This design comes from an exercise in tuning for small area, a short achievable clock period and few clock cycles per item on the open sky130 flow, not from production work.
Function was checked by simulation only, so behaviour that the tests miss may differ from the original.

==> design/flow/config.mk <==
export PLATFORM = sky130hd
export DESIGN_NAME = signed_to_radix_digits
export DESIGN_NICKNAME = signed_to_radix_digits
export VERILOG_FILES = /design/flow/design.v
export SDC_FILE = /design/flow/constraint.sdc
export NUM_CORES = 4
export LEC_CHECK = 0
export CAP_MARGIN = 20
export CORE_MARGIN = 2
export CORE_UTILIZATION = 40
export SLEW_MARGIN = 20
==> design/flow/constraint.sdc <==
create_clock -name core_clock -period 16.0 [get_ports {clk}]
set_input_delay 3.2000 -clock core_clock [delete_from_list [all_inputs] [get_ports {clk}]]
set_output_delay 3.2000 -clock core_clock [all_outputs]
set_load 0.01 [all_outputs]
==> design/flow/design.v <==
package s2rd_pkg;
  localparam int MAG_W    = 64;               
  localparam int RADIX_W  = 6;                
  localparam int CHAR_W   = 8;                
  localparam int IN_TDATA_W  = 72;            
  localparam int OUT_TDATA_W = 8;
  localparam int DIV_STEP   = 8;
  localparam int DIV_CYCLES = MAG_W / DIV_STEP;
  localparam int DIV_CNT_W  = $clog2(DIV_CYCLES);
  localparam logic [RADIX_W-1:0] RADIX_MIN = 6'd2;
  localparam logic [RADIX_W-1:0] RADIX_MAX = 6'd36;
  localparam logic [RADIX_W-1:0] DEC_DIGITS = 6'd10;
  localparam logic [CHAR_W-1:0] ASCII_ZERO  = 8'h30;   
  localparam logic [CHAR_W-1:0] ASCII_A     = 8'h41;   
  localparam logic [CHAR_W-1:0] ASCII_MINUS = 8'h2D;   
  localparam logic [MAG_W-1:0] MAG_MAX = {1'b0, {(MAG_W-1){1'b1}}};
  typedef struct packed {
    logic               done;
    logic [MAG_W-1:0]   quot;
    logic [RADIX_W-1:0] rem;
  } div_res_t;
endpackage
import s2rd_pkg::*;
module s2rd_divider
(
  input  logic               clk,
  input  logic               rst_n,
  input  logic               start,
  input  logic [MAG_W-1:0]   dividend,
  input  logic [RADIX_W-1:0] divisor,
  output s2rd_pkg::div_res_t res
);
  logic [MAG_W-1:0]     quot_r, quot_nxt;
  logic [RADIX_W-1:0]   rem_r, rem_nxt;
  logic [RADIX_W-1:0]   dsor_r;
  logic [DIV_CNT_W-1:0] step_r;
  logic                 busy_r;
  logic                 done_r;
  always_comb begin
    logic [RADIX_W:0]    t;
    logic [RADIX_W-1:0]  rem_v;
    logic [DIV_STEP-1:0] qbits;
    rem_v = rem_r;
    qbits = '0;
    for (int k = 0; k < DIV_STEP; k++) begin
      t = {rem_v, quot_r[MAG_W-1-k]};
      if (t >= {1'b0, dsor_r}) begin
        t = t - {1'b0, dsor_r};
        qbits[DIV_STEP-1-k] = 1'b1;
      end
      rem_v = t[RADIX_W-1:0];
    end
    rem_nxt  = rem_v;
    quot_nxt = {quot_r[MAG_W-DIV_STEP-1:0], qbits};
  end
  always_ff @(posedge clk) begin
    if (!rst_n) begin
      busy_r <= 1'b0;
      done_r <= 1'b0;
      step_r <= '0;
    end else begin
      done_r <= !start && busy_r && (step_r == DIV_CNT_W'(DIV_CYCLES - 1));
      if (start) begin
        busy_r <= 1'b1;
        step_r <= '0;
      end else if (busy_r) begin
        step_r <= step_r + 1'b1;
        if (step_r == DIV_CNT_W'(DIV_CYCLES - 1)) begin
          busy_r <= 1'b0;
        end
      end
    end
  end
  always_ff @(posedge clk) begin
    if (start) begin
      quot_r <= dividend;
      rem_r  <= '0;
      dsor_r <= divisor;
    end else if (busy_r) begin
      quot_r <= quot_nxt;
      rem_r  <= rem_nxt;
    end
  end
  assign res.done = done_r;
  assign res.quot = quot_r;
  assign res.rem  = rem_r;
endmodule
import s2rd_pkg::*;
module signed_to_radix_digits
#(
  parameter int MAX_DIGITS = 64
) (
  input  logic                   clk,
  input  logic                   rst_n,
  input  logic                   in_tvalid,
  output logic                   in_tready,
  input  logic [IN_TDATA_W-1:0]  in_tdata,    
  output logic                   out_tvalid,
  input  logic                   out_tready,
  output logic [OUT_TDATA_W-1:0] out_tdata,   
  output logic                   out_tlast    
);
  function automatic logic [CHAR_W-1:0] digit_to_ascii(input logic [RADIX_W-1:0] d);
    logic [CHAR_W-1:0] c;
    if (d < DEC_DIGITS) begin
      c = ASCII_ZERO + CHAR_W'(d);
    end else begin
      c = ASCII_A + CHAR_W'(d - DEC_DIGITS);
    end
    digit_to_ascii = c;
  endfunction
  localparam int ADDR_W = $clog2(MAX_DIGITS);
  localparam logic [ADDR_W-1:0] LAST_SLOT = ADDR_W'(MAX_DIGITS - 2);
  typedef enum logic [2:0] {
    S_IDLE,
    S_ZERO,
    S_DIV,
    S_SIGN,
    S_RD,
    S_EMIT
  } state_t;
  state_t               state_r;
  logic [MAG_W-1:0]     mag_r;
  logic [RADIX_W-1:0]   radix_r;
  logic                 neg_r;
  logic [ADDR_W-1:0]    cnt_r;
  logic [ADDR_W-1:0]    rd_idx_r;
  logic [RADIX_W-1:0]   rd_data_r;
  logic                 div_start_r;
  logic                 out_tvalid_r;
  logic [CHAR_W-1:0]    out_char_r;
  logic                 out_last_r;
  logic [RADIX_W-1:0]   digit_mem [MAX_DIGITS];
  s2rd_pkg::div_res_t   div_res;
  logic [MAG_W-1:0]     in_value;
  logic [RADIX_W-1:0]   in_radix_raw;
  logic [RADIX_W-1:0]   in_radix;
  logic [MAG_W-1:0]     in_neg_mag;
  logic [MAG_W-1:0]     in_mag;
  logic                 slot_free;
  logic                 div_last;
  logic                 div_go;
  logic                 out_load;
  assign in_value     = in_tdata[MAG_W-1:0];
  assign in_radix_raw = in_tdata[MAG_W+RADIX_W-1:MAG_W];
  always_comb begin
    in_radix = in_radix_raw;
    if (in_radix_raw < RADIX_MIN) begin
      in_radix = RADIX_MIN;
    end else if (in_radix_raw > RADIX_MAX) begin
      in_radix = RADIX_MAX;
    end
  end
  assign in_neg_mag = ~in_value + 1'b1;
  assign in_mag = !in_value[MAG_W-1]       ? in_value :
                  in_neg_mag[MAG_W-1]      ? MAG_MAX  : in_neg_mag;
  assign slot_free = !out_tvalid_r || out_tready;
  assign div_last = (div_res.quot == '0) || (cnt_r == LAST_SLOT);
  assign div_go = (state_r == S_IDLE && in_tvalid && in_mag != '0) ||
                  (state_r == S_DIV && div_res.done && !div_last);
  assign out_load = slot_free && (state_r == S_ZERO || state_r == S_EMIT ||
                                  (state_r == S_SIGN && neg_r));
  s2rd_divider u_div (
    .clk      (clk),
    .rst_n    (rst_n),
    .start    (div_start_r),
    .dividend (mag_r),
    .divisor  (radix_r),
    .res      (div_res)
  );
  always_ff @(posedge clk) begin
    if (!rst_n) begin
      state_r      <= S_IDLE;
      div_start_r  <= 1'b0;
      out_tvalid_r <= 1'b0;
      cnt_r        <= '0;
      rd_idx_r     <= '0;
      mag_r        <= '0;
      radix_r      <= RADIX_MIN;
      neg_r        <= 1'b0;
    end else begin
      div_start_r <= div_go;
      if (out_load) begin
        out_tvalid_r <= 1'b1;
      end else if (out_tready) begin
        out_tvalid_r <= 1'b0;
      end
      case (state_r)
        S_IDLE: begin
          if (in_tvalid) begin
            radix_r <= in_radix;
            neg_r   <= in_value[MAG_W-1];
            mag_r   <= in_mag;
            cnt_r   <= '0;
            if (in_mag == '0) begin
              state_r <= S_ZERO;
            end else begin
              state_r <= S_DIV;
            end
          end
        end
        S_ZERO: begin
          if (slot_free) begin
            out_char_r <= ASCII_ZERO;
            out_last_r <= 1'b1;
            state_r    <= S_IDLE;
          end
        end
        S_DIV: begin
          if (div_res.done) begin
            mag_r <= div_res.quot;
            cnt_r <= cnt_r + 1'b1;
            if (div_last) begin
              rd_idx_r <= cnt_r;
              state_r  <= S_SIGN;
            end
          end
        end
        S_SIGN: begin
          if (!neg_r) begin
            state_r <= S_RD;
          end else if (slot_free) begin
            out_char_r <= ASCII_MINUS;
            out_last_r <= 1'b0;
            state_r    <= S_RD;
          end
        end
        S_RD: begin
          state_r <= S_EMIT;
        end
        S_EMIT: begin
          if (slot_free) begin
            out_char_r <= digit_to_ascii(rd_data_r);
            out_last_r <= (rd_idx_r == '0);
            if (rd_idx_r == '0) begin
              state_r <= S_IDLE;
            end else begin
              rd_idx_r <= rd_idx_r - 1'b1;
              state_r  <= S_RD;
            end
          end
        end
        default: begin
          state_r <= S_IDLE;
        end
      endcase
    end
  end
  always_ff @(posedge clk) begin
    if (state_r == S_DIV && div_res.done) begin
      digit_mem[cnt_r] <= div_res.rem;
    end
    rd_data_r <= digit_mem[rd_idx_r];
  end
  assign in_tready  = (state_r == S_IDLE);
  assign out_tvalid = out_tvalid_r;
  assign out_tdata  = out_char_r;
  assign out_tlast  = out_last_r;
endmodule
==> design/flow/run.sh <==
#!/bin/bash
# synth_recipe.tcl (not shown) runs the flow's synth.tcl, then flattens the netlist and writes it again
# the make line also repeats each setting of config.mk as NAME=value (left out here)
make -C /OpenROAD-flow-scripts/flow DESIGN_CONFIG=/design/flow/config.mk WORK_HOME=/design/flow/orfs CLKGATE_MAP_FILE= SYNTH_SCRIPT=/design/flow/synth_recipe.tcl finish
==> results.txt <==
- The final cell count without fillers is between 3000 and 4000.
- The final weighted congestion of routability-driven global placement is about 0.94.
- The synthesized area is 0.0276 sq mm.
- The area share of the leading cell type in the synthesized netlist is about half.
- The biggest area contributor in the post-synthesis netlist is edfxtp_1.
- In this run the deepest clock path goes through 3 buffers.
- The tool flagged a number of max-cap violations equal to 0.
- The final max-slew violation count is 0.
- The area enclosed by the die boundary is between 0.07 and 0.08 sq mm.
- Detailed placement ended at an HPWL of about 46 mm.
- The average via count per standard cell is roughly 5.7.
- The number of different library cells used by synthesis comes to about 90.
- The cell repeated most along the worst path is a21o_1.
- Of all nets on the critical path, the largest fanout is 8.
- The worst setup path is launched from a register.
- For this run the aggregate overflow at the end of global routing stands at 0.
- The placeable core region is 0.0685 sq mm.
- The H-tree generated during clock tree synthesis spans 2 levels.
- The register area share after synthesis is about 58%.
- The worst path in the final design needs a cycle of roughly 15 ns, including I/O delays and setup.
- Before antenna repair, the detailed router went through 5 iterations.
- The initial antenna violation count is 0.
- The remaining max-slew budget at the tightest pin is 31.6%.
- For this run, the number of Yosys warnings is 2.
- The number of buffers inserted by hold repair at cts is 0.
- The diode insertion count for antenna repair is 0.
- Setup violations remaining at the end of the flow were counted as 0.
- The mean instance size in the synthesized netlist is 13.3 sq um.
- The total clock buffers created by CTS is 57.
- The die height is approximately 270 microns.
- The final clock period utilization by the worst path is roughly 95%.
- The async set-or-reset flop fraction in the synthesized netlist is 0%.
- Across the routed clock network, the largest skew measured is 0.0385 ns.
- The via count of the first global-routing pass was roughly 18000.
- Counting every net in the synthesized netlist gives approximately 2200.
- The worst hold slack is ~0.43 ns.
- The final number of hold-violating endpoints is 0.
- Summing all placed instances gives a cell area of 0.0296 sq mm.
- For this configuration, the core starts out at a cell density of between 40% and 50%.
- The area added between synthesis and finish is 15.5%.
- The cell at the slowest stage of the critical path is or4_4.
- The post-placement cell count is approximately 3000.
- The synthesized design contains between 500 and 600 register bits.
- TritonCTS built the clock tree.
- The routed via count is between 15000 and 20000.
- The first-pass GRT wire length is 106 mm.
- The delay contributed by the slowest stage of the critical path is about 0.52 ns.
- The insertion delay to the later sink of the worst-skew pair is 0.64 ns.
- The top cell types in the final layout, fill and taps aside, are edfxtp_1, nor2_1, nand2_1.
- The clock-pin slew on the worst setup and hold paths is 0.06 ns.
- The measured slew at the worst slew-check pin is 1.03 ns.
- In the synthesized netlist the dominant register cell turns out to be edfxtp_1.
- Ranked by total cell area, the synthesized netlist is headed by edfxtp_1, mux4_2, dfxtp_1, mux2_2, nor2_1.
- After the first detailed-routing iteration, the DRC count stood at roughly 1400.
- The achievable frequency is around 66 MHz.
- After detailed routing, the average wire length per cell comes to roughly 22 microns.
- The residual antenna-violating net count after detailed routing is 0.
- The overall routing resource usage is about a fifth.
- Counting flops with a built-in enable in the synthesized netlist gives around 460.
- The port buffer count is 84.
- The final standard cell utilization of the core is ~47%.
- Leaving out fill and tap cells, the most frequent cell in the layout is edfxtp_1.
- Of the cells placed in the final design, the portion with a size suffix greater than 1 is between 20% and 30%.
- The total routed wirelength is 69.2 mm.
- The final routed DRC violation total is 0.
- The floorplan die width is approximately 270 microns.
- The net count of the finished layout is 2328.
- The flow ran to the end and the layout has no timing, DRC or antenna violations.
- The number of clock sinks is around 570.
- The number of I/O pins is 87.
- The critical path data required time is around 17 ns.
- The path class of the tightest hold or removal check is reg2reg.
- The largest net degree at the start of global routing is between 90 and 100.
- Data arrives at the worst endpoint at 15.67 ns.
- Clock tree synthesis selected as its root buffer the cell clkbuf_16.
- The cell count after synthesis is 2079.
- The kind of end point of the critical path is a register.
- The floorplan has 96 rows.
- The worst setup path is of the reg2reg kind.
- The post-route standard cell area excluding fillers is around 0.032 sq mm.
-- final timing paths --
kind | start | to | slack [ns] | cells after the start
setup / recovery | u_div.dsor_r[0]$_DFFE_PP_ | u_div.rem_r[0]$_SDFFE_PP0P_ | 0.84 | 76
hold / removal | radix_r[5]$_SDFFE_PN0P_ | u_div.dsor_r[5]$_DFFE_PP_ | 0.43 | 0
setup reg to reg | u_div.dsor_r[0]$_DFFE_PP_ | u_div.rem_r[0]$_SDFFE_PP0P_ | 0.84 | 76
hold reg to reg | radix_r[5]$_SDFFE_PN0P_ | u_div.dsor_r[5]$_DFFE_PP_ | 0.43 | 0
-- area by class of cell --
type / instances / area [sq um]
fillers: 6026 / 36600
clock inverters: 37 / 430
well taps: 882 / 1100
inverters: 54 / 203
flip-flops and latches: 568 / 16000
multi-input cells: 1349 / 11200
repair buffers: 155 / 1400
clock buffers: 70 / 1520
-- worst max-delay path: cells and delay by family, from the launching register on --
family,cells,cell delay (ns)
flip-flops,1,0.48
AND/OR/NAND/NOR,16,2.97
buffers and inverters,7,0.57
AO/OA/AOI/OAI,37,6.73
adder cells (fa/ha/maj),8,2.01
multiplexers,8,2.28
-- cell usage after synthesis (7+ instances only) --
cell      count
o21a_1        9
a21o_1       23
a221oi_1      8
xnor2_1      60
a32oi_1       8
xor2_1       39
mux4_2      112
a311oi_1      9
buf_1        24
o211ai_1      8
a21oi_1     101
o221ai_1     27
dfxtp_1     105
o31ai_1      13
a211oi_1     38
nand3_1      30
or4_1        11
nand2_1     137
a22oi_1       7
edfxtp_1    463
nor3_1       13
o21ai_0      97
mux2_2       84
o41ai_1       8
ha_1         59
nor2b_1      15
clkbuf_1     76
nor4_1       31
or2_2         9
nand4_1      21
fa_1          8
mux2i_1      30
inv_1        53
or3_1        11
nand2b_1     22
nor2_1      207
-- per-layer routing --
metal  vias up  wire length [microns]  GRT usage [%]
li1       8271                      -              -
met3       120                   3830           2.40
met1      8956                  30100           26.8
met2       552                  33500           32.0
met4         0                   1840           5.71
met5         -                      0              0
-- sequential cells by signal (all words and copies together), names as in the netlist, 6 cells and up --
register,cells
u_div.quot_r,64
rd_idx_r,6
out_char_r,8
cnt_r,6
u_div.dsor_r,6
digit_mem,384
mag_r,64
u_div.rem_r,6
rd_data_r,6
radix_r,6
-- stage by stage --
stage	worst slack [ns]	TNS, ns
CTS	0.0168	0
global route	-0.0130	-0.0179
finish	0.837	0
detailed placement	-0.214	-1.09
global placement	0.104	0
floorplan	0.0886	0
-- kinds of logic (layout without fill, tap and decap cells) --
group	count (synthesis)	in the layout	share of synthesized area, %
and+or+nand+nor	543	543	9.38
AOI/OAI and AO/OA	410	410	10.0
DFF	568	568	58.0
muxes	229	229	13.8
xor gates and xnor gates	99	99	3.14
buffers and inverters	162	316	2.29
adders and majority gates	68	68	3.29
-- what timing repair did --
item | CTS | global route
resized for setup | 9 | 43
buffers inserted | 0 | 8
setup endpoints to repair | 7 | 7
cloned | 0 | 0
pin swaps | 0 | 12
Testbench counts, summed over its fixed seeds: cycles 95,412, numbers 512.

## re-timing with driven ports
Ports are ideal in the flow. The routed layout listed here was re-timed in OpenROAD. Step 1 assumes that a clkbuf_16 drives the clock port and a buf_2 every other input. Step 2 also shifts input and output timing later by t, the mid clock arrival at the registers, as if the neighbouring blocks saw the same clock. a / b / c = ideal / step 1 / step 2; a / b = the first two.
shift t [ns]: 0.681
setup slack, ns: 0.837 / 0.837 / 0.837
hold slack, ns: 0.433 / 0.433 / 0.433
latest minus earliest clock arrival (ns): 0.043 / 0.042
worst data-port slew with drivers (ns): 0.05
After both steps setup and hold are still met in this run. For this run, drivers alone change the setup slack by 0.000 ns; drivers and shift together by 0.000 ns.
